What follows belongs to an exercise in optimizing a design on an open flow for small area, a short achievable clock period and few clock cycles per item; a production flow would make more cautious choices.
In this exercise RTL edits were held to simulation tests only and were not proved equivalent to the original.

==> flow/design.v <==
package aes_pkg;
    localparam int BLK_W  = 128;
    localparam int AES_NR = 10;
endpackage
module aes_xor2 (input logic a, input logic b, output logic y);
    assign y = a ^ b;
endmodule
module aes_xnor2 (input logic a, input logic b, output logic y);
    assign y = ~(a ^ b);
endmodule
module aes_nand2 (input logic a, input logic b, output logic y);
    assign y = ~(a & b);
endmodule
module aes_nand3 (input logic a, input logic b, input logic c, output logic y);
    assign y = ~(a & b & c);
endmodule
module aes_xor8 (input logic [7:0] a, input logic [7:0] b, output logic [7:0] y);
    for (genvar i = 0; i < 8; i++) begin : g_x
        aes_xor2 u_x (.a(a[i]), .b(b[i]), .y(y[i]));
    end
endmodule
module aes_xor32 (input logic [31:0] a, input logic [31:0] b, output logic [31:0] y);
    for (genvar i = 0; i < 32; i++) begin : g_x
        aes_xor2 u_x (.a(a[i]), .b(b[i]), .y(y[i]));
    end
endmodule
module sub_bytes
(
    input  logic [7:0] din,
    output logic [7:0] dout
);
    logic T1, T2, T3, T4, T5, T6, T7, T8, T9, T10, T11, T12;
    logic T13, T14, T15, T16, T17, T18, T19, T20, T21, T22, T23, T24;
    logic T25, T26, T27, M1, M2, M3, M4, M5, M6, M7, M8, M9;
    logic M10, M11, M12, M13, M14, M15, M16, M17, M18, M19, M20, M21;
    logic M22, M23, M24, M25, M26, M27, M28, M29, M30, M32, M33, M35;
    logic M36, M37, M38, M39, M40, M41, M42, M43, M44, M45, M46, M47;
    logic M48, M49, M50, M51, M52, M53, M54, M55, M56, M57, M58, M59;
    logic M60, M61, M62, M63, L0, L1, L2, L3, L4, L5, L6, L7;
    logic L8, L9, L10, L11, L12, L13, L14, L15, L16, L17, L18, L19;
    logic L20, L21, L22, L23, L24, L25, L26, L27, L28, L29;
    aes_xor2 u_T1 (.a(din[7]), .b(din[4]), .y(T1));
    aes_xor2 u_T2 (.a(din[7]), .b(din[2]), .y(T2));
    aes_xor2 u_T3 (.a(din[7]), .b(din[1]), .y(T3));
    aes_xor2 u_T4 (.a(din[4]), .b(din[2]), .y(T4));
    aes_xor2 u_T5 (.a(din[3]), .b(din[1]), .y(T5));
    aes_xor2 u_T6 (.a(T1), .b(T5), .y(T6));
    aes_xor2 u_T7 (.a(din[6]), .b(din[5]), .y(T7));
    aes_xor2 u_T8 (.a(din[0]), .b(T6), .y(T8));
    aes_xor2 u_T9 (.a(din[0]), .b(T7), .y(T9));
    aes_xor2 u_T10 (.a(T6), .b(T7), .y(T10));
    aes_xor2 u_T11 (.a(din[6]), .b(din[2]), .y(T11));
    aes_xor2 u_T12 (.a(din[5]), .b(din[2]), .y(T12));
    aes_xor2 u_T13 (.a(T3), .b(T4), .y(T13));
    aes_xor2 u_T14 (.a(T6), .b(T11), .y(T14));
    aes_xor2 u_T15 (.a(T5), .b(T11), .y(T15));
    aes_xor2 u_T16 (.a(T5), .b(T12), .y(T16));
    aes_xor2 u_T17 (.a(T9), .b(T16), .y(T17));
    aes_xor2 u_T18 (.a(din[4]), .b(din[0]), .y(T18));
    aes_xor2 u_T19 (.a(T7), .b(T18), .y(T19));
    aes_xor2 u_T20 (.a(T1), .b(T19), .y(T20));
    aes_xor2 u_T21 (.a(din[1]), .b(din[0]), .y(T21));
    aes_xor2 u_T22 (.a(T7), .b(T21), .y(T22));
    aes_xor2 u_T23 (.a(T2), .b(T22), .y(T23));
    aes_xor2 u_T24 (.a(T2), .b(T10), .y(T24));
    aes_xor2 u_T25 (.a(T20), .b(T17), .y(T25));
    aes_xor2 u_T26 (.a(T3), .b(T16), .y(T26));
    aes_xor2 u_T27 (.a(T1), .b(T12), .y(T27));
    aes_nand2 u_M1 (.a(T13), .b(T6), .y(M1));
    aes_nand2 u_M2 (.a(T23), .b(T8), .y(M2));
    aes_xnor2 u_M3 (.a(T14), .b(M1), .y(M3));
    aes_nand2 u_M4 (.a(T19), .b(din[0]), .y(M4));
    aes_xor2 u_M5 (.a(M4), .b(M1), .y(M5));
    aes_nand2 u_M6 (.a(T3), .b(T16), .y(M6));
    aes_nand2 u_M7 (.a(T22), .b(T9), .y(M7));
    aes_xnor2 u_M8 (.a(T26), .b(M6), .y(M8));
    aes_nand2 u_M9 (.a(T20), .b(T17), .y(M9));
    aes_xor2 u_M10 (.a(M9), .b(M6), .y(M10));
    aes_nand2 u_M11 (.a(T1), .b(T15), .y(M11));
    aes_nand2 u_M12 (.a(T4), .b(T27), .y(M12));
    aes_xor2 u_M13 (.a(M12), .b(M11), .y(M13));
    aes_nand2 u_M14 (.a(T2), .b(T10), .y(M14));
    aes_xor2 u_M15 (.a(M14), .b(M11), .y(M15));
    aes_xnor2 u_M16 (.a(M3), .b(M2), .y(M16));
    aes_xor2 u_M17 (.a(M5), .b(T24), .y(M17));
    aes_xnor2 u_M18 (.a(M8), .b(M7), .y(M18));
    aes_xor2 u_M19 (.a(M10), .b(M15), .y(M19));
    aes_xor2 u_M20 (.a(M16), .b(M13), .y(M20));
    aes_xor2 u_M21 (.a(M17), .b(M15), .y(M21));
    aes_xor2 u_M22 (.a(M18), .b(M13), .y(M22));
    aes_xor2 u_M23 (.a(M19), .b(T25), .y(M23));
    aes_xor2 u_M24 (.a(M22), .b(M23), .y(M24));
    aes_nand2 u_M25 (.a(M22), .b(M20), .y(M25));
    aes_xnor2 u_M26 (.a(M21), .b(M25), .y(M26));
    aes_xor2 u_M27 (.a(M20), .b(M21), .y(M27));
    aes_xnor2 u_M28 (.a(M23), .b(M25), .y(M28));
    aes_nand2 u_M29 (.a(M28), .b(M27), .y(M29));
    aes_nand2 u_M30 (.a(M26), .b(M24), .y(M30));
    aes_nand3 u_M32 (.a(M27), .b(M20), .c(M23), .y(M32));
    aes_xnor2 u_M33 (.a(M27), .b(M25), .y(M33));
    aes_nand3 u_M35 (.a(M24), .b(M21), .c(M22), .y(M35));
    aes_xnor2 u_M36 (.a(M24), .b(M25), .y(M36));
    aes_xnor2 u_M37 (.a(M21), .b(M29), .y(M37));
    aes_xnor2 u_M38 (.a(M32), .b(M33), .y(M38));
    aes_xnor2 u_M39 (.a(M23), .b(M30), .y(M39));
    aes_xnor2 u_M40 (.a(M35), .b(M36), .y(M40));
    aes_xor2 u_M41 (.a(M38), .b(M40), .y(M41));
    aes_xor2 u_M42 (.a(M37), .b(M39), .y(M42));
    aes_xor2 u_M43 (.a(M37), .b(M38), .y(M43));
    aes_xor2 u_M44 (.a(M39), .b(M40), .y(M44));
    aes_xor2 u_M45 (.a(M42), .b(M41), .y(M45));
    aes_nand2 u_M46 (.a(M44), .b(T6), .y(M46));
    aes_nand2 u_M47 (.a(M40), .b(T8), .y(M47));
    aes_nand2 u_M48 (.a(M39), .b(din[0]), .y(M48));
    aes_nand2 u_M49 (.a(M43), .b(T16), .y(M49));
    aes_nand2 u_M50 (.a(M38), .b(T9), .y(M50));
    aes_nand2 u_M51 (.a(M37), .b(T17), .y(M51));
    aes_nand2 u_M52 (.a(M42), .b(T15), .y(M52));
    aes_nand2 u_M53 (.a(M45), .b(T27), .y(M53));
    aes_nand2 u_M54 (.a(M41), .b(T10), .y(M54));
    aes_nand2 u_M55 (.a(M44), .b(T13), .y(M55));
    aes_nand2 u_M56 (.a(M40), .b(T23), .y(M56));
    aes_nand2 u_M57 (.a(M39), .b(T19), .y(M57));
    aes_nand2 u_M58 (.a(M43), .b(T3), .y(M58));
    aes_nand2 u_M59 (.a(M38), .b(T22), .y(M59));
    aes_nand2 u_M60 (.a(M37), .b(T20), .y(M60));
    aes_nand2 u_M61 (.a(M42), .b(T1), .y(M61));
    aes_nand2 u_M62 (.a(M45), .b(T4), .y(M62));
    aes_nand2 u_M63 (.a(M41), .b(T2), .y(M63));
    aes_xor2 u_L0 (.a(M61), .b(M62), .y(L0));
    aes_xor2 u_L1 (.a(M50), .b(M56), .y(L1));
    aes_xor2 u_L2 (.a(M46), .b(M48), .y(L2));
    aes_xor2 u_L3 (.a(M47), .b(M55), .y(L3));
    aes_xor2 u_L4 (.a(M54), .b(M58), .y(L4));
    aes_xor2 u_L5 (.a(M49), .b(M61), .y(L5));
    aes_xnor2 u_L6 (.a(M62), .b(L5), .y(L6));
    aes_xnor2 u_L7 (.a(M46), .b(L3), .y(L7));
    aes_xor2 u_L8 (.a(M51), .b(M59), .y(L8));
    aes_xor2 u_L9 (.a(M52), .b(M53), .y(L9));
    aes_xnor2 u_L10 (.a(M53), .b(L4), .y(L10));
    aes_xnor2 u_L11 (.a(M60), .b(L2), .y(L11));
    aes_xor2 u_L12 (.a(M48), .b(M51), .y(L12));
    aes_xnor2 u_L13 (.a(M50), .b(L0), .y(L13));
    aes_xor2 u_L14 (.a(M52), .b(M61), .y(L14));
    aes_xnor2 u_L15 (.a(M55), .b(L1), .y(L15));
    aes_xnor2 u_L16 (.a(M56), .b(L0), .y(L16));
    aes_xnor2 u_L17 (.a(M57), .b(L1), .y(L17));
    aes_xnor2 u_L18 (.a(M58), .b(L8), .y(L18));
    aes_xnor2 u_L19 (.a(M63), .b(L4), .y(L19));
    aes_xor2 u_L20 (.a(L0), .b(L1), .y(L20));
    aes_xor2 u_L21 (.a(L1), .b(L7), .y(L21));
    aes_xor2 u_L22 (.a(L3), .b(L12), .y(L22));
    aes_xor2 u_L23 (.a(L18), .b(L2), .y(L23));
    aes_xor2 u_L24 (.a(L15), .b(L9), .y(L24));
    aes_xor2 u_L25 (.a(L6), .b(L10), .y(L25));
    aes_xor2 u_L26 (.a(L7), .b(L9), .y(L26));
    aes_xor2 u_L27 (.a(L8), .b(L10), .y(L27));
    aes_xor2 u_L28 (.a(L11), .b(L14), .y(L28));
    aes_xor2 u_L29 (.a(L11), .b(L17), .y(L29));
    aes_xor2 u_S0 (.a(L6), .b(L24), .y(dout[7]));
    aes_xnor2 u_S1 (.a(L16), .b(L26), .y(dout[6]));
    aes_xnor2 u_S2 (.a(L19), .b(L28), .y(dout[5]));
    aes_xor2 u_S3 (.a(L6), .b(L21), .y(dout[4]));
    aes_xor2 u_S4 (.a(L20), .b(L22), .y(dout[3]));
    aes_xor2 u_S5 (.a(L25), .b(L29), .y(dout[2]));
    aes_xnor2 u_S6 (.a(L13), .b(L27), .y(dout[1]));
    aes_xnor2 u_S7 (.a(L6), .b(L23), .y(dout[0]));
endmodule
import aes_pkg::*;
module shift_rows
(
    input  logic [BLK_W-1:0] din,
    output logic [BLK_W-1:0] dout
);
    always_comb begin
        dout = '0;
        for (int c = 0; c < 4; c++) begin
            for (int r = 0; r < 4; r++) begin
                dout[127 - 8*(r + 4*c) -: 8] = din[127 - 8*(r + 4*((c + r) % 4)) -: 8];
            end
        end
    end
endmodule
import aes_pkg::*;
module aes_key_step
(
    input  logic [BLK_W-1:0] key_in,
    input  logic [7:0]       rc,
    output logic [BLK_W-1:0] key_out
);
    logic [31:0] w0, w1, w2, w3;
    logic [31:0] w0r;
    logic [31:0] sub_w;
    logic [31:0] n0, n1, n2, n3;
    assign w0 = key_in[127:96];
    assign w1 = key_in[95:64];
    assign w2 = key_in[63:32];
    assign w3 = key_in[31:0];
    sub_bytes u_sb0 (.din(w3[23:16]), .dout(sub_w[31:24]));
    sub_bytes u_sb1 (.din(w3[15:8]),  .dout(sub_w[23:16]));
    sub_bytes u_sb2 (.din(w3[7:0]),   .dout(sub_w[15:8]));
    sub_bytes u_sb3 (.din(w3[31:24]), .dout(sub_w[7:0]));
    aes_xor8 u_rc (.a(w0[31:24]), .b(rc), .y(w0r[31:24]));
    assign w0r[23:0] = w0[23:0];
    logic [31:0] p1, p2, p3;
    aes_xor32 u_p1 (.a(w0r), .b(w1), .y(p1));
    aes_xor32 u_p2 (.a(p1),  .b(w2), .y(p2));
    aes_xor32 u_p3 (.a(p2),  .b(w3), .y(p3));
    aes_xor32 u_n0 (.a(w0r), .b(sub_w), .y(n0));
    aes_xor32 u_n1 (.a(p1),  .b(sub_w), .y(n1));
    aes_xor32 u_n2 (.a(p2),  .b(sub_w), .y(n2));
    aes_xor32 u_n3 (.a(p3),  .b(sub_w), .y(n3));
    assign key_out = {n0, n1, n2, n3};
endmodule
import aes_pkg::*;
module aes_mc_byte
(
    input  logic [7:0] p,
    input  logic [7:0] b,
    input  logic [7:0] c,
    output logic [7:0] y
);
    logic [7:0] bc;
    logic [7:0] xt;
    aes_xor8 u_bc (.a(b), .b(c), .y(bc));
    assign xt[0] = p[7];
    assign xt[2] = p[1];
    assign xt[5] = p[4];
    assign xt[6] = p[5];
    assign xt[7] = p[6];
    aes_xor2 u_x1 (.a(p[0]), .b(p[7]), .y(xt[1]));
    aes_xor2 u_x3 (.a(p[2]), .b(p[7]), .y(xt[3]));
    aes_xor2 u_x4 (.a(p[3]), .b(p[7]), .y(xt[4]));
    aes_xor8 u_y (.a(xt), .b(bc), .y(y));
endmodule
module aes_mix_column
(
    input  logic [31:0] din,
    output logic [31:0] dout
);
    logic [7:0] a0, a1, a2, a3;
    logic [7:0] p01, p12, p23, p30;
    assign a0 = din[31:24];
    assign a1 = din[23:16];
    assign a2 = din[15:8];
    assign a3 = din[7:0];
    aes_xor8 u_p01 (.a(a0), .b(a1), .y(p01));
    aes_xor8 u_p12 (.a(a1), .b(a2), .y(p12));
    aes_xor8 u_p23 (.a(a2), .b(a3), .y(p23));
    aes_xor8 u_p30 (.a(a3), .b(a0), .y(p30));
    aes_mc_byte u_b0 (.p(p01), .b(a1), .c(p23), .y(dout[31:24]));
    aes_mc_byte u_b1 (.p(p12), .b(a2), .c(p30), .y(dout[23:16]));
    aes_mc_byte u_b2 (.p(p23), .b(a3), .c(p01), .y(dout[15:8]));
    aes_mc_byte u_b3 (.p(p30), .b(a0), .c(p12), .y(dout[7:0]));
endmodule
module aes128_round_seq
#(
    parameter int CNT_W = 32,
    parameter int NR    = 10
) (
    input  logic               clk,
    input  logic               rst,
    input  logic               in_valid,
    output logic               in_ready,
    input  logic [BLK_W-1:0]   in_text,
    input  logic [BLK_W-1:0]   in_key,
    output logic               out_valid,
    input  logic               out_ready,
    output logic [BLK_W-1:0]   out_data,
    output logic               busy
);
    function automatic logic [7:0] rcon(input logic [3:0] idx);
        case (idx)
            4'd1:    rcon = 8'h01;
            4'd2:    rcon = 8'h02;
            4'd3:    rcon = 8'h04;
            4'd4:    rcon = 8'h08;
            4'd5:    rcon = 8'h10;
            4'd6:    rcon = 8'h20;
            4'd7:    rcon = 8'h40;
            4'd8:    rcon = 8'h80;
            4'd9:    rcon = 8'h1b;
            4'd10:   rcon = 8'h36;
            default: rcon = 8'h00;
        endcase
    endfunction
    if (NR != AES_NR || CNT_W < 1) begin : g_bad_cfg
        $error("aes128_round_seq: NR must be 10 and CNT_W at least 1");
    end
    logic [BLK_W-1:0] st_q, st_d;
    logic [BLK_W-1:0] key_q, key_d;
    logic [BLK_W-1:0] out_q, out_d;
    logic       busy_q, busy_d;     
    logic [3:0] rnd_q, rnd_d;       
    logic       ov_q, ov_d;         
    logic       rdy_q, rdy_d;       
    logic       hold_q, hold_d;     
    logic [BLK_W-1:0] ark;
    logic [BLK_W-1:0] sr;
    logic [BLK_W-1:0] mc;
    logic [BLK_W-1:0] nk;
    logic [BLK_W-1:0] ct;
    for (genvar i = 0; i < 4; i++) begin : g_ark
        aes_xor32 u_ark (.a(st_q[32*i +: 32]), .b(key_q[32*i +: 32]), .y(ark[32*i +: 32]));
    end
    for (genvar c = 0; c < 4; c++) begin : g_col
        for (genvar r = 0; r < 4; r++) begin : g_row
            sub_bytes u_sb (
                .din  (ark[127 - 8*(r + 4*((c + r) % 4)) -: 8]),
                .dout (sr[127 - 8*(r + 4*c) -: 8])
            );
        end
    end
    for (genvar i = 0; i < 4; i++) begin : g_mc
        aes_mix_column u_mc (.din(sr[32*i +: 32]), .dout(mc[32*i +: 32]));
    end
    aes_key_step u_key_step (
        .key_in  (key_q),
        .rc      (rcon(rnd_q)),
        .key_out (nk)
    );
    for (genvar i = 0; i < 4; i++) begin : g_ct
        aes_xor32 u_ct (.a(sr[32*i +: 32]), .b(nk[32*i +: 32]), .y(ct[32*i +: 32]));
    end
    logic last;        
    logic fin;         
    logic take;        
    logic step;        
    assign last     = busy_q && (rnd_q == 4'd10);
    assign fin      = last && !ov_q;
    assign take     = rdy_q && in_valid;
    assign step     = !rdy_q && !hold_q;
    assign st_d  = ({BLK_W{rdy_q}}  & in_text)
                 | ({BLK_W{hold_q}} & st_q)
                 | ({BLK_W{step}}   & mc);
    assign key_d = ({BLK_W{rdy_q}}  & in_key)
                 | ({BLK_W{hold_q}} & key_q)
                 | ({BLK_W{step}}   & nk);
    logic out_keep;
    assign out_keep = !fin && !out_ready;
    assign out_d = ({BLK_W{fin}} & ct) | ({BLK_W{out_keep}} & out_q);
    always_comb begin
        busy_d = take || (busy_q && !fin);
        rnd_d  = take ? 4'd1 : (busy_q && !last) ? rnd_q + 4'd1 : rnd_q;
        ov_d   = fin || (ov_q && !out_ready);
        rdy_d  = !busy_d || ((rnd_d == 4'd10) && !ov_d);
        hold_d = busy_d && (rnd_d == 4'd10) && ov_d;
    end
    always_ff @(posedge clk) begin
        st_q  <= st_d;
        key_q <= key_d;
    end
    always_ff @(posedge clk or posedge rst) begin
        if (rst) begin
            busy_q <= 1'b0;
            rnd_q  <= 4'd0;
            ov_q   <= 1'b0;
            rdy_q  <= 1'b1;
            hold_q <= 1'b0;
            out_q  <= '0;
        end else begin
            busy_q <= busy_d;
            rnd_q  <= rnd_d;
            ov_q   <= ov_d;
            rdy_q  <= rdy_d;
            hold_q <= hold_d;
            out_q  <= out_d;
        end
    end
    assign in_ready  = rdy_q;
    assign out_valid = ov_q;
    assign busy      = busy_q;
    assign out_data  = out_q;
endmodule
==> flow/run.sh <==
#!/bin/bash
# synth_recipe.tcl (not shown) runs the flow's synth.tcl, then flattens the netlist and writes it again
# the make line also repeats each setting of config.mk as NAME=value (left out here)
make -C /OpenROAD-flow-scripts/flow DESIGN_CONFIG=/design/flow/config.mk WORK_HOME=/design/flow/orfs CLKGATE_MAP_FILE= SYNTH_SCRIPT=/design/flow/synth_recipe.tcl finish
==> flow/config.mk <==
export PLATFORM = sky130hd
export DESIGN_NAME = aes128_round_seq
export DESIGN_NICKNAME = aes128_round_seq
export VERILOG_FILES = /design/flow/design.v
export SDC_FILE = /design/flow/constraint.sdc
export NUM_CORES = 4
export LEC_CHECK = 0
export CAP_MARGIN = 20
export CORE_MARGIN = 2
export CORE_UTILIZATION = 50
export SETUP_SLACK_MARGIN = 0.4
export SLEW_MARGIN = 20
export SYNTH_HIERARCHICAL = 1
==> flow/constraint.sdc <==
create_clock -name core_clock -period 20.0 [get_ports {clk}]
set_input_delay 4.0000 -clock core_clock [delete_from_list [all_inputs] [get_ports {clk}]]
set_output_delay 4.0000 -clock core_clock [all_outputs]
set_load 0.01 [all_outputs]
==> impl_metrics.tcl, run 1 <==
set metrics [dict create \
    synthFlopType "dfxtp_1" \
    finalHoldViolCount 0 \
    outcome "no timing/DRC/antenna violations" \
    cts.sinks 392 \
    end_kind "register" \
    hold_end "st_q[93]" \
    min_path_type "reg2reg" \
    synthCells 5161 \
    clk_pin_slew_worst_paths_ns 0.06 \
    hold-path-cell-count 2 \
    initial_core_util_pct 50.3 \
    die_area_um2 86100 \
    whs_ns 0.488 \
    reg2reg_from "key_q[4]" \
    drtIter0Drc 2927 \
    ys_seq_area_share_pct 20.4 \
    start_kind "register" \
    chipHeight_um 293 \
    die_w_um 293 \
    skew_ns 0.0308 \
    rows 106 \
    drcViolationCount 0 \
    slew_headroom_pct 13.7 \
    yosys-top-cells-area "xor2_1 48%, nand2_1 12%, dfxtp_1 12%, xnor2_1 11%, dfrtp_1 8.1%" \
    crit_path_top_delay_cell "xor2_1" \
    rsz0062_at_grt "false" \
    synthesis.nets 5427 \
    syn_to_final_growth_pct 16.3 \
    setup_viol 0 \
    ctsRootBufferMaster "clkbuf_16" \
    wl_per_cell_um 23.3 \
    synth_edf_count 0 \
    cts.path.max_buffers 3 \
    worstPathCellList "xor2_1 -> xor2_1 -> xor2_1 -> xor2_1 -> nand2_1 -> xor2_1 -> xor2_1 -> xor2_1 -> xor2_1 -> nand2_1 -> xnor2_1 -> xor2_1 -> nand2_1 -> xor2_1 -> xnor2_1 -> xor2_1 -> xor2_1 -> xor2_1 -> xor2_1 -> nand2_1 -> nand2_1" \
    first_global_vias 34500 \
    cap_violations 0 \
    post_synth_num_cell_types 36 \
    port_buffers 390 \
    numCtsBuffers 49 \
    coreArea_um2 83300 \
    grt_max_degree 164 \
    dp_slack_ns 12.89 \
    grtUsageMet1_pct 47.6 \
    ys_warn_count 7 \
    ff2ff_setup_slack_ns 12.72 \
    top_usage_layer "met2" \
    final_nets 5775 \
    hpwl_um 127000 \
    worst_ep_required_time_ns 20.55 \
    met2_usage_pct 54.9 \
    finalCritPeriodShare_pct 36.4 \
    postCtsSetupBuffers 0 \
    h-tree-depth 2 \
    antenna_found_initial 0 \
    fmax_mhz 137 \
    fin_area_um2 48700 \
    layout-drive-gt1-share_pct 2.52 \
    cts_tree "built" \
    cp_common_cell "xor2_1" \
    r2r_end "st_q[127]" \
    final_max_slew_viol_count 0 \
    place.gp.congestion 0.998 \
    synth.cell_area_um2 41900 \
    grtUsageMet3_pct 5.11 \
    ant_nets 0 \
    io_pins 391 \
    syn-mean-instance-area_um2 8.12 \
    min_from "st_q[93]" \
    worstPathArrival_ns 7.83 \
    num_antenna_cells 0 \
    synth_common_cells "2280 x xor2_1, 1374 x nand2_1, 522 x xnor2_1" \
    gr-usage-all-layers_pct 35.0 \
    place_area_um2 47000 \
    yosysTopAreaCell "xor2_1" \
    synth_most_common_cell "xor2_1" \
    cts_hold_buffers 0 \
    path_max_fanout 6 \
    critical_path_class "reg2reg" \
    viasPerCell 5.30 \
    cpPeakStageDelay_ns 0.61 \
    overflow 0 \
    min_period_ns 7.28 \
    ys_ff_latch 392 \
    wl_um 155000 \
    finalSetupTns_ns 0 \
    grt_pass1_wl_um 225000 \
    reg2reg_depth 21 \
    yosys.area.top_type_share_pct 47.7 \
    setup_slack_ns 12.72 \
    clk_latency_ns 0.63 \
    vias 35100 \
    postCtsResizedCells 0 \
    async_reset_ff_share_pct 34.7 \
    dr.pass1.iters 6 \
    worst_pin_slew_ns 1.29 \
]
==> flip-flops by register name, summed over array words and instances, names as in the netlist <==
register	flops
rdy_q	1
busy_q	1
out_q	128
st_q	128
hold_q	1
rnd_q	4
ov_q	1
key_q	128
==> per-stage QoR <==
step	utilization (%)	std cells
3_5_place_dp	56.4	6538
6_report	58.5	6630
3_3_place_gp	56.4	6536
5_1_grt	58.5	6630
4_1_cts	58.5	6630
2_1_floorplan	-	5161
==> critical path: cells and delay by family (launching register included) <==
kind	cells	cell delay, ns
xor+xnor	16	6.06
flops	1	0.52
simple gates	5	0.64
==> how the worst max path moves through the flow <==
| stage | start | endpoint | slack, ns |
|---|---|---|---|
| global placement | key_q[119] | st_q[2] | 12.87 |
| global route | key_q[119] | st_q[2] | 12.28 |
| floorplan | rst | busy_q | 12.36 |
| detailed placement | key_q[119] | st_q[2] | 12.89 |
| finish | key_q[4] | st_q[127] | 12.72 |
| CTS | key_q[119] | st_q[2] | 12.84 |
==> cells in the final DEF, fill, tap and decap left out, drive strengths merged <==
master         Yosys  layout
a211oi             1       1
a21o               1       1
a21oi              3       3
a22o               1       1
a22oi            256     256
and2               2       2
and3b              1       1
and4               1       1
buf               54      36
bufinv             0       6
clkbuf            75      71
clkdlybuf4s50      0     390
clkinv             0      10
clkinvlp           0       4
dfrtp            135     135
dfstp              1       1
dfxtp            256     256
ha                 6       6
inv                7       8
mux2i              1       1
nand2           1374    1374
nand2b             1       1
nand3             40      40
nand3b             1       1
nand4              1       1
nor2               2       2
nor2b              3       3
nor3               1       1
o2111ai            1       1
o211ai             1       1
o21a               1       1
o21ai            132     132
xnor2            522     522
xor2            2280    2280
==> cell families (layout without fill, tap and decap cells) <==
| kind of cell | count (synthesis) | after routing | synth area share (%) |
|---|---|---|---|
| mux | 1 | 1 | 0.0239 |
| buf+inv | 136 | 525 | 1.49 |
| fa+ha+maj | 6 | 6 | 0.179 |
| xor+xnor | 2802 | 2802 | 58.6 |
| simple gates | 1427 | 1427 | 13.0 |
| flops | 392 | 392 | 20.4 |
| compound gates | 397 | 397 | 6.31 |
==> modules after synthesis, one instance, submodules excluded, excerpt <==
module,cell area (µm²),times used
aes_xnor2,8.76,520
aes128_round_seq,14900,1
aes_xor2,8.76,2280
aes_nand3,5.00,40
aes_nand2,3.75,600
==> per-layer routing <==
| metal | part of all wire (%) | routed length, µm |
|---|---|---|
| met2 | 44 | 68500 |
| met5 | 0 | 0 |
| met1 | 44 | 68400 |
| met3 | 6.5 | 10100 |
| met4 | 5.0 | 7700 |
==> layout make-up <==
type | count | area, µm²
clock inverter | 21 | 292
timing repair buffer | 426 | 4210
inverter | 7 | 33.8
multi-input combinational | 4633 | 32900
tap | 1080 | 1350
clock buffer | 71 | 1420
fill | 7953 | 34600
sequential | 392 | 8540
Testbench counts, summed over its fixed seeds: cycles 20,496, items 2,048.
==> run 2, diff against run 1 <==
==> flow/flow/run.sh (new file) <==
#!/bin/bash
# Standard layout, with setup repair aimed below the achieved period and
# faster port buffers. Each tool's log stays in orfs/logs; make's output in
# flow_make.log here.
set -euo pipefail
bash standard.sh SETUP_SLACK_MARGIN=14 \
    "BUFFER_PORTS_ARGS=-buffer_cell sky130_fd_sc_hd__buf_2" \
    finish > flow_make.log 2>&1
==> flow/standard.sh (new file) <==
#!/bin/bash
# synth_recipe.tcl (not shown) runs the flow's synth.tcl, then flattens the netlist and writes it again
# the make line also repeats each setting of config.mk as NAME=value (left out here)
make -C /OpenROAD-flow-scripts/flow DESIGN_CONFIG=/design/flow/config.mk WORK_HOME=/design/flow/orfs CLKGATE_MAP_FILE= SYNTH_SCRIPT=/design/flow/synth_recipe.tcl "${@:-finish}"
--- a/flow/config.mk
+++ b/flow/config.mk
@@ -8,6 +8,5 @@
 export CAP_MARGIN = 20
 export CORE_MARGIN = 2
 export CORE_UTILIZATION = 50
-export SETUP_SLACK_MARGIN = 0.4
 export SLEW_MARGIN = 20
 export SYNTH_HIERARCHICAL = 1
removed: flow/run.sh
==> run 2 against run 1 <==
Against the previous run:
- non-clock buffer count rose by 425
- clock-buffer cell count fell by 7
- highest routed layer is now met5
- routed wire length rose by 7.8%
- still clean on timing, DRC and antenna
==> impl_metrics.tcl, run 2 <==
set metrics [dict create \
    place_area_um2 45000 \
    finalSetupTns_ns 0 \
    coreArea_um2 83300 \
    die_w_um 293 \
    final_max_slew_viol_count 0 \
    chipHeight_um 293 \
    drcViolationCount 0 \
    rsz0062_at_grt "true" \
    yosys.area.top_type_share_pct 47.7 \
    vias 38200 \
    initial_core_util_pct 50.3 \
    skew_ns 0.0208 \
    fmax_mhz 167 \
    end_kind "register" \
    yosysTopAreaCell "xor2_1" \
    syn_to_final_growth_pct 42.3 \
    dp_slack_ns 12.83 \
    overflow 0 \
    synth_common_cells "2280 x xor2_1, 1374 x nand2_1, 522 x xnor2_1" \
    post-route-util_pct 71.6 \
    wl_per_cell_um 23.7 \
    grt_pass1_wl_um 229000 \
    cts.path.max_buffers 3 \
    final_cell_mix "1593 x xor2_1, 1363 x nand2_1, 482 x xor2_2, 432 x buf_4, 390 x buf_2" \
    post_synth_num_cell_types 36 \
    async_reset_ff_share_pct 34.7 \
    numCtsBuffers 49 \
    hpwl_um 123000 \
    setup_viol 0 \
    place.gp.congestion 1.02 \
    worst_ep_required_time_ns 20.56 \
    final_nets 6200 \
    grt_max_degree 193 \
    ctsRootBufferMaster "clkbuf_16" \
    worst_pin_slew_ns 1.09 \
    rows 106 \
    cap_violations 0 \
    finalCritPeriodShare_pct 29.9 \
    cts.sinks 392 \
    synth_edf_count 0 \
    die_area_um2 86100 \
    cts_tree "built" \
    fin_area_um2 59600 \
    clk_pin_slew_worst_paths_ns 0.06 \
    path_max_fanout 7 \
    gr-usage-all-layers_pct 35.7 \
    wl_um 167000 \
    slew_headroom_pct 26.8 \
    synth_most_common_cell "xor2_1" \
    dr.pass1.iters 6 \
    synth.cell_area_um2 41900 \
    synthFlopType "dfxtp_1" \
    synthCells 5161 \
    ys_seq_area_share_pct 20.4 \
    port_buffers 390 \
    worstPathArrival_ns 6.55 \
    cts_hold_buffers 0 \
    syn-mean-instance-area_um2 8.12 \
    layout_commonest_cell "xor2_1" \
    viasPerCell 5.42 \
    ys_ff_latch 392 \
    finalHoldViolCount 0 \
    synthesis.nets 5427 \
    yosys-top-cells-area "xor2_1 48%, nand2_1 12%, dfxtp_1 12%, xnor2_1 11%, dfrtp_1 8.1%" \
    start_kind "register" \
    top_regs "key_q (128), out_q (128), st_q (128)" \
    num_antenna_cells 0 \
    first_global_vias 36200 \
    layout-drive-gt1-share_pct 32.2 \
    critical_path_class "reg2reg" \
    setup_slack_ns 14.01 \
    h-tree-depth 2 \
    clk_latency_ns 0.63 \
    outcome "no timing/DRC/antenna violations" \
    min_period_ns 5.99 \
    ant_nets 0 \
    io_pins 391 \
    min_path_type "reg2reg" \
    drtIter0Drc 3672 \
    antenna_found_initial 1 \
    ys_warn_count 7 \
]
-- run 2: cell counts after synthesis --
Identical to the previous run, type by type.
-- run 2: cell type report --
class | count | area [µm²]
clock buffer | 64 | 1380
clock inverter | 27 | 305
fill | 6141 | 23700
inverter | 7 | 32.5
multi-input combinational | 4633 | 42100
sequential | 392 | 8690
tap | 1080 | 1350
timing repair buffer | 851 | 5770
-- run 2: cells by family after synthesis --
family,share of synthesized area [%]
AOI/OAI and AO/OA,6.31
xor gates and xnor gates,58.6
adders and majority gates,0.179
buffers and inverters,1.49
DFF,20.4
muxes,0.0239
and+or+nand+nor,13.0
-- run 2: path summary, 6_finish.rpt --
kind / cells past startpoint / to / from / slack (ns)
max in group asynchronous: 3 / hold_q / rst / 15.17
min in group asynchronous: 2 / out_q[55] / rst / 3.51
worst max register to register: 23 / st_q[75] / key_q[10] / 14.01
worst min-delay path: 2 / st_q[94] / st_q[94] / 0.50
worst min register to register: 2 / st_q[94] / st_q[94] / 0.50
worst max-delay path: 23 / st_q[75] / key_q[10] / 14.01
-- run 2: through the flow --
stage | hold WS [ns] | std cells
2_1_floorplan | 0.457 | 5161
3_3_place_gp | 0.468 | 6536
3_5_place_dp | 0.477 | 6537
4_1_cts | 0.497 | 6802
5_1_grt | 0.531 | 7054
6_report | 0.500 | 7054
-- run 2: timing repair --
item / CTS / global route
gates resized for setup: 543 / 685
endpoints found under the hold margin: 0 / 0
buffers inserted: 174 / 252
pin swaps: 83 / 220
endpoints found under the setup margin: 314 / 292
-- run 2: critical path, stage by stage, from the launching register on --
cell,delay [ns]
dfxtp_2,0.48
xor2_4,0.36
xor2_1,0.36
xor2_1,0.28
nand2_1,0.23
xor2_1,0.42
xor2_1,0.22
buf_4,0.16
nand2_1,0.16
xnor2_1,0.22
nand2_1,0.17
xnor2_4,0.25
xor2_2,0.23
nand2_2,0.16
xor2_2,0.33
xnor2_4,0.20
xor2_1,0.26
xor2_2,0.35
buf_4,0.21
xor2_1,0.26
xor2_1,0.23
xor2_1,0.20
nand2_1,0.07
nand2_1,0.09
-- run 2: per-layer routing --
layer / share of wire [%] / vias to the layer above / wire [µm] / track usage (%)
met1: 39 / 18900 / 65700 / 48.2
met5: 0.0060 / - / 10 / 0
met2: 46 / 1782 / 76200 / 55.0
li1: - / 17200 / - / -
met3: 7.7 / 386 / 12900 / 3.59
met4: 7.3 / 2 / 12100 / 21.8
-- run 2: Yosys stat by module, one instance, submodules excluded, a selection --
module            cell area, µm²  flops+latches  copies in the design
aes128_round_seq           14900            392                     1
aes_xnor2                   8.76              0                   520
aes_nand2                   3.75              0                   600
aes_xor2                    8.76              0                  2280
aes_nand3                   5.00              0                    40
==> run 3, diff against run 2 <==
--- a/flow/design.v
+++ b/flow/design.v
@@ -336,9 +336,11 @@
     assign key_d = ({BLK_W{rdy_q}}  & in_key)
                  | ({BLK_W{hold_q}} & key_q)
                  | ({BLK_W{step}}   & nk);
+    logic out_load;
     logic out_keep;
-    assign out_keep = !fin && !out_ready;
-    assign out_d = ({BLK_W{fin}} & ct) | ({BLK_W{out_keep}} & out_q);
+    assign out_load = fin && !rst;
+    assign out_keep = !fin && !out_ready && !rst;
+    assign out_d = ({BLK_W{out_load}} & ct) | ({BLK_W{out_keep}} & out_q);
     always_comb begin
         busy_d = take || (busy_q && !fin);
         rnd_d  = take ? 4'd1 : (busy_q && !last) ? rnd_q + 4'd1 : rnd_q;
@@ -349,6 +351,7 @@
     always_ff @(posedge clk) begin
         st_q  <= st_d;
         key_q <= key_d;
+        out_q <= out_d;
     end
     always_ff @(posedge clk or posedge rst) begin
         if (rst) begin
@@ -357,14 +360,12 @@
             ov_q   <= 1'b0;
             rdy_q  <= 1'b1;
             hold_q <= 1'b0;
-            out_q  <= '0;
         end else begin
             busy_q <= busy_d;
             rnd_q  <= rnd_d;
             ov_q   <= ov_d;
             rdy_q  <= rdy_d;
             hold_q <= hold_d;
-            out_q  <= out_d;
         end
     end
     assign in_ready  = rdy_q;
==> flow/flow/run.sh (replaced) <==
#!/bin/bash
set -euo pipefail
PORTBUF="BUFFER_PORTS_ARGS=-buffer_cell sky130_fd_sc_hd__buf_1"
bash standard.sh SETUP_SLACK_MARGIN=14.5 "$PORTBUF" cts > flow_make_cts.log 2>&1
bash standard.sh "$PORTBUF" finish > flow_make_finish.log 2>&1
--- a/flow/config.mk
+++ b/flow/config.mk
@@ -7,6 +7,7 @@
 export LEC_CHECK = 0
 export CAP_MARGIN = 20
 export CORE_MARGIN = 2
-export CORE_UTILIZATION = 50
+export CORE_UTILIZATION = 60
+export SETUP_SLACK_MARGIN = 0.4
 export SLEW_MARGIN = 20
 export SYNTH_HIERARCHICAL = 1
==> run 3 against run 2 <==
Against the previous run:
- via count grew 0.87%
- utilization up 13 points
- routed wire length grew 0.80%
- die area fell by 19%
- flip-flop and latch count unchanged
- clock-buffer cell count down 6
- maximum frequency shrank 1.3%
- register-to-register slack got worse by 0.08 ns
- final cell count decreased by 6.2%
- still clean
- worst setup slack got worse by 0.080 ns
- global-route usage is 12 points higher
==> impl_metrics.tcl, run 3 <==
set metrics [dict create \
    final_max_slew_viol_count 0 \
    port_buffers 390 \
    rsz0062_at_grt "false" \
    synthFlopType "dfxtp_1" \
    post-route-util_pct 84.8 \
    ant_nets 0 \
    slew_headroom_pct 20.9 \
    cp_common_cell "xor2_1" \
    final_cell_mix "1670 x xor2_1, 1109 x nand2_1, 443 x buf_4, 433 x xor2_2, 390 x buf_1" \
    worstPathArrival_ns 6.60 \
    synthMuxAreaShare_pct 0.0246 \
    min_period_ns 6.07 \
    io_pins 391 \
    place.gp.congestion 1.05 \
    worstPathCellList "xor2_2 -> xor2_2 -> buf_4 -> xor2_1 -> xor2_1 -> nand2_1 -> xnor2_1 -> xor2_1 -> nand2_1 -> xnor2_1 -> nand2_1 -> xnor2_2 -> xor2_2 -> xor2_1 -> nand2_1 -> xor2_2 -> xor2_1 -> xor2_2 -> buf_4 -> xor2_4 -> xor2_1 -> xor2_1 -> nand2_1 -> nand2_1" \
    synth_top_family_by_area "XOR/XNOR gates" \
    cpLargestDelayFamily "XOR/XNOR gates" \
    initial_core_util_pct 60.7 \
    setup_viol 0 \
    gr-usage-all-layers_pct 47.2 \
    wl_per_cell_um 25.4 \
    path_max_fanout 5 \
    drtIter0Drc 4483 \
    dp_slack_ns 13.10 \
    min_path_type "reg2reg" \
    place_area_um2 43500 \
    ys_seq_area_share_pct 19.4 \
    synth_most_common_cell "xor2_1" \
    ys_ff_latch 392 \
    cpPeakStageDelay_ns 0.45 \
    die_area_um2 70000 \
    finalHoldViolCount 0 \
    viasPerCell 5.83 \
    whs_ns 0.474 \
    synthCells 4894 \
    crit_path_top_delay_cell "dfxtp_1" \
    grt_pass1_wl_um 248000 \
    first_global_vias 40000 \
    synth_compound_area_share_pct 7.67 \
    synth_common_cells "2280 x xor2_1, 1119 x nand2_1, 522 x xnor2_1" \
    drcViolationCount 0 \
    syn_to_final_growth_pct 39.8 \
    end_kind "register" \
    yosys-top-cells-area "xor2_1 49%, dfxtp_1 19%, xnor2_1 11%, nand2_1 10%, a22oi_1 4.7%" \
    yosysTopAreaCell "xor2_1" \
    antenna_found_initial 10 \
    cts.sinks 392 \
    dr.pass1.iters 6 \
    vias 38600 \
    finalCritPeriodShare_pct 30.3 \
    synth.cell_area_um2 40700 \
    min_from "out_q[80]" \
    h-tree-depth 2 \
    cts_hold_buffers 0 \
    start_kind "register" \
    wl_um 168000 \
    async_reset_ff_share_pct 2.04 \
    critical_path_class "reg2reg" \
    grt_max_degree 183 \
    ys_warn_count 7 \
    setup_slack_ns 13.93 \
    clk_latency_ns 0.63 \
    layout_commonest_cell "xor2_1" \
    path_buf_inv 2 \
    final_nets 5962 \
    synth_adder_area_share_pct 0.184 \
    chipHeight_um 265 \
    top_regs "key_q (128), out_q (128), st_q (128)" \
    synthesis.nets 5160 \
    outcome "no timing/DRC/antenna violations" \
    clk_pin_slew_worst_paths_ns 0.06 \
    worst_pin_slew_ns 1.18 \
    syn-mean-instance-area_um2 8.32 \
    overflow 0 \
    ctsRootBufferMaster "clkbuf_16" \
    reg2reg_from "key_q[61]" \
    cts_tree "built" \
    rows 95 \
    synthSimpleGateAreaFrac_pct 11.1 \
    hpwl_um 115000 \
    worst_ep_required_time_ns 20.53 \
    synth_edf_count 0 \
    fin_area_um2 56900 \
    crit_start "key_q[61]" \
    post_synth_num_cell_types 34 \
    synth_xor_area_share_pct 60.2 \
    numCtsBuffers 48 \
    skew_ns 0.0436 \
    cts.path.max_buffers 3 \
    finalSetupTns_ns 0 \
    cap_violations 0 \
    die_w_um 265 \
    fmax_mhz 165 \
    layout-drive-gt1-share_pct 25.8 \
    yosys.area.top_type_share_pct 49.0 \
    coreArea_um2 67200 \
]
run 3: cell count changes in the layout (fill, tap and decap cells not counted), sizes merged, moves of 2 or more:
cell    previous run  this run
nand2           1374      1119
a22o               1       129
dfrtp            135         7
dfxtp            256       384
o21ai            132         4
buf              851       868
diode              0         8
clkbuf            64        58
clkinv            13        16
bufinv             5         3
run 3: modules after synthesis, one instance, submodules excluded, a selection:
module	copies in the design	cells inside	flip-flops and latches
aes_nand3	40	1	0
aes128_round_seq	1	1454	392
aes_xnor2	520	1	0
aes_nand2	600	1	0
aes_xor2	2280	1	0
run 3: cell families after synthesis:
kind of cell / after synthesis
buffers and inverters: 122
adder cells (fa/ha/maj): 6
flip-flops: 392
AND/OR/NAND/NOR: 1174
AO/OA/AOI/OAI: 397
XOR/XNOR: 2802
multiplexers: 1
run 3: worst paths after layout:
path / endpoint / slack (ns) / cells past startpoint
max in group asynchronous: rdy_q / 16.32 / 2
min in group asynchronous: rnd_q[2] / 3.39 / 2
setup / recovery: st_q[60] / 13.93 / 24
setup reg to reg: st_q[60] / 13.93 / 24
hold reg to reg: out_q[80] / 0.47 / 1
hold / removal: out_q[80] / 0.47 / 1
run 3: what timing repair did:
action	in CTS	in global routing
gates resized for setup	1071	0
setup buffers	453	0
setup endpoints to repair	380	0
run 3: worst reg2reg max path, cell delays in order, from the launching register on:
cell and delay [ns]:
dfxtp_1 0.45, xor2_2 0.28, xor2_2 0.28, buf_4 0.17, xor2_1 0.32, xor2_1 0.25, nand2_1 0.12, xnor2_1 0.24
xor2_1 0.29, nand2_1 0.23, xnor2_1 0.22, nand2_1 0.12, xnor2_2 0.36, xor2_2 0.30, xor2_1 0.25, nand2_1 0.19
xor2_2 0.29, xor2_1 0.26, xor2_2 0.14, buf_4 0.22, xor2_4 0.32, xor2_1 0.21, xor2_1 0.25, nand2_1 0.12
nand2_1 0.11
run 3: area by class of cell:
cell class / count / area (µm²)
Inverter: 6 / 22.5
Multi-Input combinational cell: 4380 / 40600
Sequential cell: 392 / 8100
Antenna cell: 8 / 20.0
Clock inverter: 30 / 280
Tap cell: 873 / 1090
Timing Repair Buffer: 868 / 5480
Fill cell: 3783 / 10200
Clock buffer: 58 / 1330
run 3: per-stage QoR:
stage | cells
2_1_floorplan | 4894
3_3_place_gp | 6066
3_5_place_dp | 6066
4_1_cts | 6607
5_1_grt | 6615
6_report | 6615
run 3: per-layer routing:
metal / global-route usage [%] / wire [µm]
met3: 10.3 / 17600
met4: 36.1 / 15400
met5: 0 / 22
met1: 57.3 / 60600
met2: 73.6 / 74600
Testbench counts of run 3, summed over its fixed seeds: cycles 20,496, items 2,048.
==> run 4, diff against run 3 <==
==> flow/flow/run.sh (replaced) <==
#!/bin/bash
set -euo pipefail
PORTBUF="BUFFER_PORTS_ARGS=-buffer_cell sky130_fd_sc_hd__buf_1"
bash standard.sh SETUP_SLACK_MARGIN=13.5 "$PORTBUF" cts > flow_make_cts.log 2>&1
bash standard.sh "$PORTBUF" finish > flow_make_finish.log 2>&1
--- a/flow/config.mk
+++ b/flow/config.mk
@@ -7,7 +7,8 @@
 export LEC_CHECK = 0
 export CAP_MARGIN = 20
 export CORE_MARGIN = 2
-export CORE_UTILIZATION = 60
+export CORE_UTILIZATION = 65
+export CTS_BUF_LIST = sky130_fd_sc_hd__clkbuf_4 sky130_fd_sc_hd__clkbuf_8
 export SETUP_SLACK_MARGIN = 0.4
 export SLEW_MARGIN = 20
 export SYNTH_HIERARCHICAL = 1
==> run 4 against run 3 <==
Against the previous run:
- worst hold slack better by 0.0011 ns
- routed wire length is 16% lower
- die area is 7.6% lower
- sequential share of layout area is 2.9 points higher
- first-iteration DRC count is 23% lower
- worst setup slack worse by 0.67 ns
- maximum frequency is 10% lower
- critical path depth is 2 lower
- register-to-register slack worse by 0.67 ns
==> impl_metrics.tcl, run 4 <==
set metrics [dict create \
    hold_end "out_q[87]" \
    chipHeight_um 254 \
    fin_area_um2 46200 \
    path_buf_inv 0 \
    port_buffers 390 \
    dr.pass1.iters 6 \
    clk_latency_ns 0.68 \
    path_max_fanout 4 \
    reg2reg_from "key_q[37]" \
    crit_path_top_delay_cell "xor2_2" \
    ff2ff_setup_slack_ns 13.26 \
    async_reset_ff_share_pct 2.04 \
    worst_pin_slew_ns 1.29 \
    cpPeakStageDelay_ns 0.52 \
    layout-drive-gt1-share_pct 6.71 \
    io_pins 391 \
    clk_pin_slew_worst_paths_ns 0.06 \
    grt_max_degree 175 \
    wl_um 141000 \
    cap_violations 0 \
    synthesis.nets 5160 \
    ys_seq_area_share_pct 19.4 \
    coreArea_um2 61800 \
    hpwl_um 113000 \
    h-tree-depth 3 \
    synthFlopType "dfxtp_1" \
    ys_warn_count 7 \
    drtIter0Drc 3436 \
    cts.sinks 392 \
    final_cell_mix "2139 x xor2_1, 1119 x nand2_1, 470 x xnor2_1, 390 x buf_1, 382 x dfxtp_1" \
    ant_nets 0 \
    critical_path_class "reg2reg" \
    reg2reg_depth 22 \
    top_regs "key_q (128), out_q (128), st_q (128)" \
    syn_to_final_growth_pct 13.4 \
    antenna_found_initial 10 \
    fmax_mhz 148 \
    synth_edf_count 0 \
    finalHoldViolCount 0 \
    final_max_slew_viol_count 0 \
    rsz0062_at_grt "false" \
    die_area_um2 64700 \
    min_path_type "reg2reg" \
    yosysTopAreaCell "xor2_1" \
    viasPerCell 5.67 \
    cp_common_cell "xor2_1" \
    overflow 0 \
    worst_ep_required_time_ns 20.60 \
    numCtsBuffers 74 \
    finalSetupTns_ns 0 \
    rows 91 \
    layout_commonest_cell "xor2_1" \
    yosys.area.top_type_share_pct 49.0 \
    start_kind "register" \
    cts_tree "built" \
    grt_pass1_wl_um 204000 \
    min_period_ns 6.74 \
    synth_common_cells "2280 x xor2_1, 1119 x nand2_1, 522 x xnor2_1" \
    final_nets 5540 \
    worstPathCellList "xor2_2 -> xor2_1 -> xor2_1 -> xor2_1 -> nand2_1 -> xor2_1 -> xor2_1 -> xor2_1 -> xor2_1 -> nand3_1 -> xnor2_1 -> xor2_1 -> xor2_1 -> nand2_1 -> xor2_1 -> xnor2_1 -> xnor2_1 -> xor2_1 -> xor2_1 -> xor2_1 -> nand2_1 -> nand2_1" \
    die_w_um 254 \
    place.gp.congestion 1.07 \
    min_from "out_q[87]" \
    slew_headroom_pct 13.4 \
    synth.cell_area_um2 40700 \
    synth_most_common_cell "xor2_1" \
    synthCells 4894 \
    skew_ns 0.0278 \
    first_global_vias 33700 \
    worstPathArrival_ns 7.33 \
    yosys-top-cells-area "xor2_1 49%, dfxtp_1 19%, xnor2_1 11%, nand2_1 10%, a22oi_1 4.7%" \
    place_area_um2 43000 \
    end_kind "register" \
    ctsRootBufferMaster "clkbuf_8" \
    cts.path.max_buffers 3 \
    syn-mean-instance-area_um2 8.32 \
    wl_per_cell_um 22.9 \
    finalCritPeriodShare_pct 33.7 \
    hold-path-cell-count 1 \
    r2r_end "st_q[22]" \
    drcViolationCount 0 \
    outcome "no timing/DRC/antenna violations" \
    gr-usage-all-layers_pct 42.4 \
    setup_viol 0 \
    ys_ff_latch 392 \
    post_synth_num_cell_types 34 \
    cpLargestDelayFamily "XOR/XNOR gates" \
    initial_core_util_pct 65.9 \
    vias 35000 \
]
[run 4: cell counts after synthesis]
No cell type changed its count.
[run 4: how the worst max path moves through the flow]
| stage | cells after the start | slack (ns) | start | endpoint |
|---|---|---|---|---|
| after floorplan | 21 | 14.31 | key_q[20] | st_q[47] |
| after global placement | 21 | 12.92 | st_q[79] | st_q[20] |
| after detailed placement | 22 | 12.90 | key_q[116] | st_q[20] |
| after CTS | 22 | 13.45 | key_q[121] | st_q[100] |
| after global routing | 22 | 12.81 | st_q[124] | st_q[100] |
| final | 22 | 13.26 | key_q[37] | st_q[22] |
[run 4: cell families after synthesis]
kind of cell / after synthesis / synth area share, %
xor gates and xnor gates: 2802 / 60.2
and+or+nand+nor: 1174 / 11.1
AOI/OAI and AO/OA: 397 / 7.67
DFF: 392 / 19.4
buffers and inverters: 122 / 1.45
adders and majority gates: 6 / 0.184
muxes: 1 / 0.0246
[run 4: per-stage QoR]
step	util (%)	std cells	hold WS [ns]	setup slack [ns]
detailed placement	69.6	6029	0.462	12.90
finish	74.7	6171	0.475	13.26
global placement	69.5	6027	0.459	12.92
global route	74.7	6171	0.486	12.81
CTS	74.7	6161	0.478	13.45
floorplan	-	4894	0.457	14.31
[run 4: Yosys stat by module (local to each module, per instance), excerpt]
module | flip-flops and latches | cell area [µm²]
aes128_round_seq | 392 | 13800
aes_nand2 | 0 | 3.75
aes_nand3 | 0 | 5.00
aes_xnor2 | 0 | 8.76
aes_xor2 | 0 | 8.76
[run 4: repair_timing]
action                                  in CTS  in global routing
endpoints found under the setup margin     186                  0
gates resized for setup                    188                  0
setup buffers                                6                  0
hold buffers                                 0                  0
[run 4: area by class of cell]
type	instances	area (µm²)
tap	837	1050
inverter	6	22.5
fill	4991	15600
sequential	392	7900
clock buffer	102	1300
multi-input combinational	4380	33800
timing repair buffer	420	1730
antenna	10	25.0
clock inverter	24	380
[run 4: worst reg2reg max path, delay by kind of cell (launching register included)]
| kind | cells | cell delay [ns] |
|---|---|---|
| xor gates and xnor gates | 17 | 5.52 |
| and+or+nand+nor | 5 | 0.67 |
| DFF | 1 | 0.48 |
[run 4: routing by layer]
layer | up-vias | GRT usage [%] | wire (µm)
li1 | 16200 | - | -
met1 | 16800 | 54.8 | 57400
met2 | 1663 | 63.9 | 60600
met3 | 337 | 8.64 | 13200
met4 | 0 | 28.6 | 10300
met5 | - | 0 | 0
==> run 5, diff against run 4 <==
==> flow/flow/run.sh (replaced) <==
#!/bin/bash
set -euo pipefail
PORTBUF="BUFFER_PORTS_ARGS=-buffer_cell sky130_fd_sc_hd__buf_1"
bash standard.sh SETUP_SLACK_MARGIN=13.8 "$PORTBUF" cts > flow_make_cts.log 2>&1
bash standard.sh "$PORTBUF" finish > flow_make_finish.log 2>&1
==> run 5 against run 4 <==
Against the previous run:
- still clean
- synthesized area unchanged
- global-route usage rose by 1.3 points
- synthesized cell count is the same
- final cell count rose by 1.1%
- largest cell class unchanged
==> impl_metrics.tcl, run 5 <==
set metrics [dict create \
    clk_pin_slew_worst_paths_ns 0.06 \
    dp_slack_ns 12.90 \
    min_period_ns 6.56 \
    layout_commonest_cell "xor2_1" \
    clk_latency_ns 0.69 \
    multi_input_area_um2 35200 \
    yosys.area.top_type_share_pct 49.0 \
    syn-mean-instance-area_um2 8.32 \
    r2r_end "st_q[3]" \
    cts_tree "built" \
    place_area_um2 43000 \
    antenna_found_initial 9 \
    synth_common_cells "2280 x xor2_1, 1119 x nand2_1, 522 x xnor2_1" \
    ys_ff_latch 392 \
    min_path_type "reg2reg" \
    path_max_fanout 5 \
    finalCritPeriodShare_pct 32.8 \
    setup_slack_ns 13.44 \
    yosysTopAreaCell "xor2_1" \
    yosys-top-cells-area "xor2_1 49%, dfxtp_1 19%, xnor2_1 11%, nand2_1 10%, a22oi_1 4.7%" \
    wl_per_cell_um 23.2 \
    drtIter0Drc 3773 \
    nFillCells 4588 \
    synth_edf_count 0 \
    ctsRootBufferMaster "clkbuf_8" \
    worst_ep_required_time_ns 20.60 \
    reg2reg_from "key_q[37]" \
    synthCells 4894 \
    dr.pass1.iters 7 \
    hold-path-cell-count 1 \
    skew_ns 0.0352 \
    gr-usage-all-layers_pct 43.7 \
    coreArea_um2 61800 \
    finalSetupTns_ns 0 \
    stdcell_count 6236 \
    top_regs "key_q (128), out_q (128), st_q (128)" \
    layout-drive-gt1-share_pct 11.0 \
    end_kind "register" \
    vias 35400 \
    wl_um 145000 \
    initial_core_util_pct 65.9 \
    grt_max_degree 175 \
    port_buffers 390 \
    post_synth_num_cell_types 34 \
    dr_wl_met2_um 62500 \
    ant_nets 0 \
    numCtsBuffers 74 \
    cap_violations 0 \
    cts.path.max_buffers 3 \
    ys_warn_count 7 \
    fmax_mhz 153 \
    synth_most_common_cell "xor2_1" \
    die_area_um2 64700 \
    fin_area_um2 48100 \
    start_kind "register" \
    place.gp.congestion 1.07 \
    critical_path_class "reg2reg" \
    final_max_slew_viol_count 0 \
    ys_seq_area_share_pct 19.4 \
    rows 91 \
    slew_headroom_pct 9.32 \
    synthFlopType "dfxtp_1" \
    final_nets 5605 \
    cts.sinks 392 \
    die_w_um 254 \
    syn_to_final_growth_pct 18.1 \
    min_from "out_q[91]" \
    route.top_layer_used "met4" \
    reg2reg_depth 22 \
    rsz0062_at_grt "false" \
    overflow 0 \
    viasPerCell 5.68 \
    worst_pin_slew_ns 1.35 \
    worstPathArrival_ns 7.16 \
    wl_met1_um 57600 \
    chipHeight_um 254 \
    ff2ff_setup_slack_ns 13.44 \
    outcome "no timing/DRC/antenna violations" \
    ff_latch_area_um2 7910 \
    async_reset_ff_share_pct 2.04 \
    finalHoldViolCount 0 \
    synth.cell_area_um2 40700 \
    wl_met3_um 13800 \
    final_cell_mix "2017 x xor2_1, 1119 x nand2_1, 431 x xnor2_1, 390 x buf_1, 370 x dfxtp_1" \
    drcViolationCount 0 \
    grt_pass1_wl_um 210000 \
    hpwl_um 113000 \
    synthesis.nets 5160 \
    first_global_vias 34800 \
    h-tree-depth 3 \
    dp_cells 6029 \
    hold_end "out_q[91]" \
    setup_viol 0 \
    io_pins 391 \
]
run 5: cell counts after synthesis:
No cell type changed its count.
run 5: how the worst max path moves through the flow:
stage	from	endpoint	slack (ns)	cells past startpoint
3_3_place_gp	st_q[79]	st_q[20]	12.92	21
6_report	key_q[37]	st_q[3]	13.44	22
2_1_floorplan	key_q[20]	st_q[47]	14.31	21
4_1_cts	key_q[112]	st_q[20]	13.75	22
5_1_grt	key_q[12]	st_q[83]	13.03	23
3_5_place_dp	key_q[116]	st_q[20]	12.90	22
run 5: metal layers:
| layer | up-vias | global-route usage, % |
|---|---|---|
| met2 | 1811 | 66.1 |
| met4 | 0 | 30.6 |
| met3 | 390 | 8.00 |
| met5 | - | 0 |
| met1 | 17000 | 56.5 |
| li1 | 16200 | - |
run 5: layout make-up:
| type | instances | area share (%) |
|---|---|---|
| Timing Repair Buffer | 485 | 4.60 |
| Antenna cell | 10 | 0.0520 |
| Clock buffer | 102 | 2.70 |
| Multi-Input combinational cell | 4380 | 73.2 |
| Tap cell | 837 | 2.18 |
| Inverter | 6 | 0.0468 |
| Clock inverter | 24 | 0.790 |
| Sequential cell | 392 | 16.4 |
run 5: through the flow:
stage / util (%) / hold slack [ns]
after global placement: 69.5 / 0.459
final: 77.8 / 0.475
after global routing: 77.8 / 0.486
after floorplan: - / 0.457
after detailed placement: 69.6 / 0.462
after CTS: 77.8 / 0.478
run 5: worst max-delay path, stage by stage, from the launching register on:
cell,delay [ns]
dfxtp_1,0.56
xor2_4,0.37
xor2_2,0.39
xor2_1,0.42
xor2_1,0.32
nand2_1,0.13
xor2_1,0.21
xor2_1,0.24
xor2_2,0.29
xor2_1,0.28
nand3_1,0.13
xnor2_1,0.37
xor2_1,0.35
xor2_1,0.26
nand2_1,0.13
xor2_1,0.32
xor2_1,0.30
xor2_2,0.43
xor2_2,0.37
xor2_1,0.25
xor2_1,0.19
nand2_1,0.07
nand2_1,0.09
run 5: cells by family (layout without fill, tap and decap cells):
| logic type | Yosys count | count (layout) | synth area share, % |
|---|---|---|---|
| other | 0 | 10 | 0 |
| adders and majority gates | 6 | 6 | 0.184 |
| and+or+nand+nor | 1174 | 1174 | 11.1 |
| buffers and inverters | 122 | 617 | 1.45 |
| AOI/OAI and AO/OA | 397 | 397 | 7.67 |
| muxes | 1 | 1 | 0.0246 |
| DFF | 392 | 392 | 19.4 |
| xor gates and xnor gates | 2802 | 2802 | 60.2 |
run 5: timing repair:
item / in CTS / in global routing
hold buffers: 0 / 0
endpoints found under the setup margin: 286 / 0
gates resized for setup: 379 / 0
setup buffers: 71 / 0
run 5: per-module statistics from Yosys (local to each module, per instance), excerpt:
| module | cells | area [µm²] | times used |
|---|---|---|---|
| aes_nand3 | 1 | 5.00 | 40 |
| aes128_round_seq | 1454 | 13800 | 1 |
| aes_nand2 | 1 | 3.75 | 600 |
| aes_xnor2 | 1 | 8.76 | 520 |
| aes_xor2 | 1 | 8.76 | 2280 |
==> run 6, diff against run 5 <==
==> flow/flow/run.sh (replaced) <==
#!/bin/bash
set -euo pipefail
PORTBUF="BUFFER_PORTS_ARGS=-buffer_cell sky130_fd_sc_hd__buf_1"
bash standard.sh SETUP_SLACK_MARGIN=13.5 "$PORTBUF" cts > flow_make_cts.log 2>&1
bash standard.sh "$PORTBUF" finish > flow_make_finish.log 2>&1
--- a/flow/config.mk
+++ b/flow/config.mk
@@ -7,8 +7,8 @@
 export LEC_CHECK = 0
 export CAP_MARGIN = 20
 export CORE_MARGIN = 2
-export CORE_UTILIZATION = 65
-export CTS_BUF_LIST = sky130_fd_sc_hd__clkbuf_4 sky130_fd_sc_hd__clkbuf_8
+export CORE_UTILIZATION = 72
+export PLACE_DENSITY = 0.8
 export SETUP_SLACK_MARGIN = 0.4
 export SLEW_MARGIN = 20
 export SYNTH_HIERARCHICAL = 1
==> run 6 against run 5 <==
Against the previous run:
- maximum frequency shrank 5.9%
- critical endpoint is now out_q[87]
- critical path type unchanged
- final area shrank 4.9%
- die area shrank 9.6%
- highest routed layer is now met5
==> impl_metrics.tcl, run 6 <==
set metrics [dict create \
    outcome "no timing/DRC/antenna violations" \
    finalHoldViolCount 0 \
    ys_ff_latch 392 \
    overflow 0 \
    rows 87 \
    synthesis.nets 5160 \
    grt_max_degree 97 \
    initial_core_util_pct 72.5 \
    critical_path_class "reg2reg" \
    synth_edf_count 0 \
    finalSetupTns_ns 0 \
    final_nets 5513 \
    drcViolationCount 0 \
    final_max_slew_viol_count 0 \
    end_kind "register" \
    synthCells 4894 \
    cts.sinks 392 \
    path_max_fanout 6 \
    ys_warn_count 7 \
    ff2ff_setup_slack_ns 13.03 \
    numCtsBuffers 47 \
    worst_ep_required_time_ns 20.51 \
    rsz0062_at_grt "false" \
    place.gp.congestion 1.08 \
    ys_seq_area_share_pct 19.4 \
    slew_headroom_pct 10.4 \
    cap_violations 0 \
    die_w_um 242 \
    synth_most_common_cell "xor2_1" \
    wl_um 142000 \
    h-tree-depth 2 \
    ant_nets 0 \
    antenna_found_initial 3 \
    ctsRootBufferMaster "clkbuf_16" \
    vias 35900 \
    die_area_um2 58500 \
    io_pins 391 \
    cts.path.max_buffers 3 \
    fmax_mhz 144 \
    finalCritPeriodShare_pct 34.8 \
    layout_commonest_cell "xor2_1" \
    min_period_ns 6.97 \
    first_global_vias 35400 \
    clk_pin_slew_worst_paths_ns 0.07 \
    yosysTopAreaCell "xor2_1" \
    clk_latency_ns 0.62 \
    post_synth_num_cell_types 34 \
    dr.pass1.iters 6 \
    viasPerCell 5.93 \
    min_path_type "reg2reg" \
    worst_pin_slew_ns 1.34 \
    chipHeight_um 242 \
    synth_common_cells "2280 x xor2_1, 1119 x nand2_1, 522 x xnor2_1" \
    hpwl_um 111000 \
    cts_tree "built" \
    port_buffers 390 \
    yosys.area.top_type_share_pct 49.0 \
    gr-usage-all-layers_pct 46.8 \
    top_regs "key_q (128), out_q (128), st_q (128)" \
    wl_per_cell_um 23.4 \
    layout-drive-gt1-share_pct 5.19 \
    start_kind "register" \
    synth.cell_area_um2 40700 \
    async_reset_ff_share_pct 2.04 \
    final_cell_mix "2168 x xor2_1, 1119 x nand2_1, 474 x xnor2_1, 390 x buf_1, 384 x dfxtp_1" \
    skew_ns 0.0292 \
    drtIter0Drc 3926 \
    worstPathArrival_ns 7.48 \
    grt_pass1_wl_um 210000 \
    setup_viol 0 \
    syn_to_final_growth_pct 12.4 \
    coreArea_um2 56200 \
    synthFlopType "dfxtp_1" \
    syn-mean-instance-area_um2 8.32 \
    yosys-top-cells-area "xor2_1 49%, dfxtp_1 19%, xnor2_1 11%, nand2_1 10%, a22oi_1 4.7%" \
]
## run 6: cell counts after synthesis
No cell type changed its count.
## run 6: final cells by class
cell class	count	area (µm²)
clock buffer	62	1310
multi-input combinational	4380	33600
tap	756	946
clock inverter	24	290
inverter	6	22.5
timing repair buffer	420	1710
sequential	392	7900
antenna	5	12.5
fill	3857	10400
## run 6: worst paths after layout
| kind | cells after the start | startpoint | to |
|---|---|---|---|
| hold reg to reg | 1 | out_q[87] | out_q[87] |
| setup reg to reg | 19 | key_q[15] | out_q[87] |
| setup / recovery | 19 | key_q[15] | out_q[87] |
| min in group asynchronous | 2 | rst | hold_q |
| hold / removal | 1 | out_q[87] | out_q[87] |
| max in group asynchronous | 2 | rst | rdy_q |
## run 6: cells by family (layout without fill, tap and decap cells)
| logic type | after synthesis | in the layout | share of synthesized area, % |
|---|---|---|---|
| AO/OA/AOI/OAI | 397 | 397 | 7.67 |
| XOR/XNOR | 2802 | 2802 | 60.2 |
| adder cells (fa/ha/maj) | 6 | 6 | 0.184 |
| buffers and inverters | 122 | 512 | 1.45 |
| flip-flops | 392 | 392 | 19.4 |
| multiplexers | 1 | 1 | 0.0246 |
| other | 0 | 5 | 0 |
| AND/OR/NAND/NOR | 1174 | 1174 | 11.1 |
## run 6: critical path, stage by stage (launching register included)
cell and delay [ns]:
dfxtp_1 0.55, xor2_1 0.48, xor2_1 0.56, xor2_1 0.35, nand2_1 0.11, xor2_1 0.28
xor2_1 0.21, xor2_1 0.39, xor2_1 0.31, nand3_1 0.15, xnor2_1 0.38, xor2_1 0.33
xor2_1 0.21, nand2_1 0.12, xor2_1 0.32, xor2_1 0.21, xor2_1 1.00, xor2_1 0.36
xor2_1 0.29, a22o_1 0.23
## run 6: routing by layer
layer	routed length, µm	GRT usage (%)	up-vias
met5	76	0.899	-
met4	11600	33.1	2
met3	15900	11.6	478
met2	60300	70.3	2110
met1	53600	58.6	17100
li1	-	-	16100
## run 6: what timing repair did
action,CTS,global route
hold buffers,0,0
buffers inserted,3,0
setup endpoints to repair,178,0
resized for setup,157,0
## run 6: per-module statistics from Yosys (local to each module, per instance), excerpt
module | flip-flops and latches | copies in the design
aes128_round_seq | 392 | 1
aes_xnor2 | 0 | 520
aes_xor2 | 0 | 2280
aes_nand3 | 0 | 40
aes_nand2 | 0 | 600
## run 6: stage by stage
step	instance area (µm²)	instances	setup WS, ns	util [%]	hold WS (ns)
floorplan	40700	4894	14.31	-	0.457
global placement	42900	5951	12.94	76.4	0.461
detailed placement	42900	5951	12.91	76.4	0.465
CTS	45800	6040	13.36	81.5	0.480
global route	45800	6043	12.73	81.5	0.487
finish	45800	6045	13.03	81.5	0.477

separate check: timing with driven ports:
No port has a modelled driver above. Below, the same layouts with a new extraction and two added sets of constraints. Step 1 sets driving cells, clkbuf_16 on the clock port and buf_2 on the other inputs (assumed; they add their load-dependent delay and slew). Step 2, shift: input delay + t, output delay - t, t = (earliest + latest rising clock arrival at the registers) / 2. This alone moves slack from input paths to output paths. a / b / c = no drivers / after step 1 / after step 2; a / b = the first two.
run | t, ns | setup slack, ns | hold slack, ns | worst setup path at the end | slew at the worst register clock pin (ns)
run 1 | 0.683 | 12.715 / 12.715 / 12.715 | 0.488 / 0.488 / 0.488 | register to register | 0.06 / 0.06
run 2 | 0.682 | 14.013 / 14.004 / 14.013 | 0.500 / 0.500 / 0.500 | register to register | 0.07 / 0.07
run 3 | 0.674 | 13.933 / 13.933 / 13.933 | 0.474 / 0.474 / 0.474 | register to register | 0.07 / 0.07
run 4 | 0.728 | 13.262 / 13.262 / 13.262 | 0.475 / 0.475 / 0.475 | register to register | 0.07 / 0.07
run 5 | 0.734 | 13.444 / 13.444 / 13.444 | 0.475 / 0.475 / 0.475 | register to register | 0.07 / 0.07
run 6 | 0.671 | 13.035 / 13.035 / 13.035 | 0.477 / 0.477 / 0.477 | register to register | 0.07 / 0.07
After both steps setup and hold are still met in every run listed.
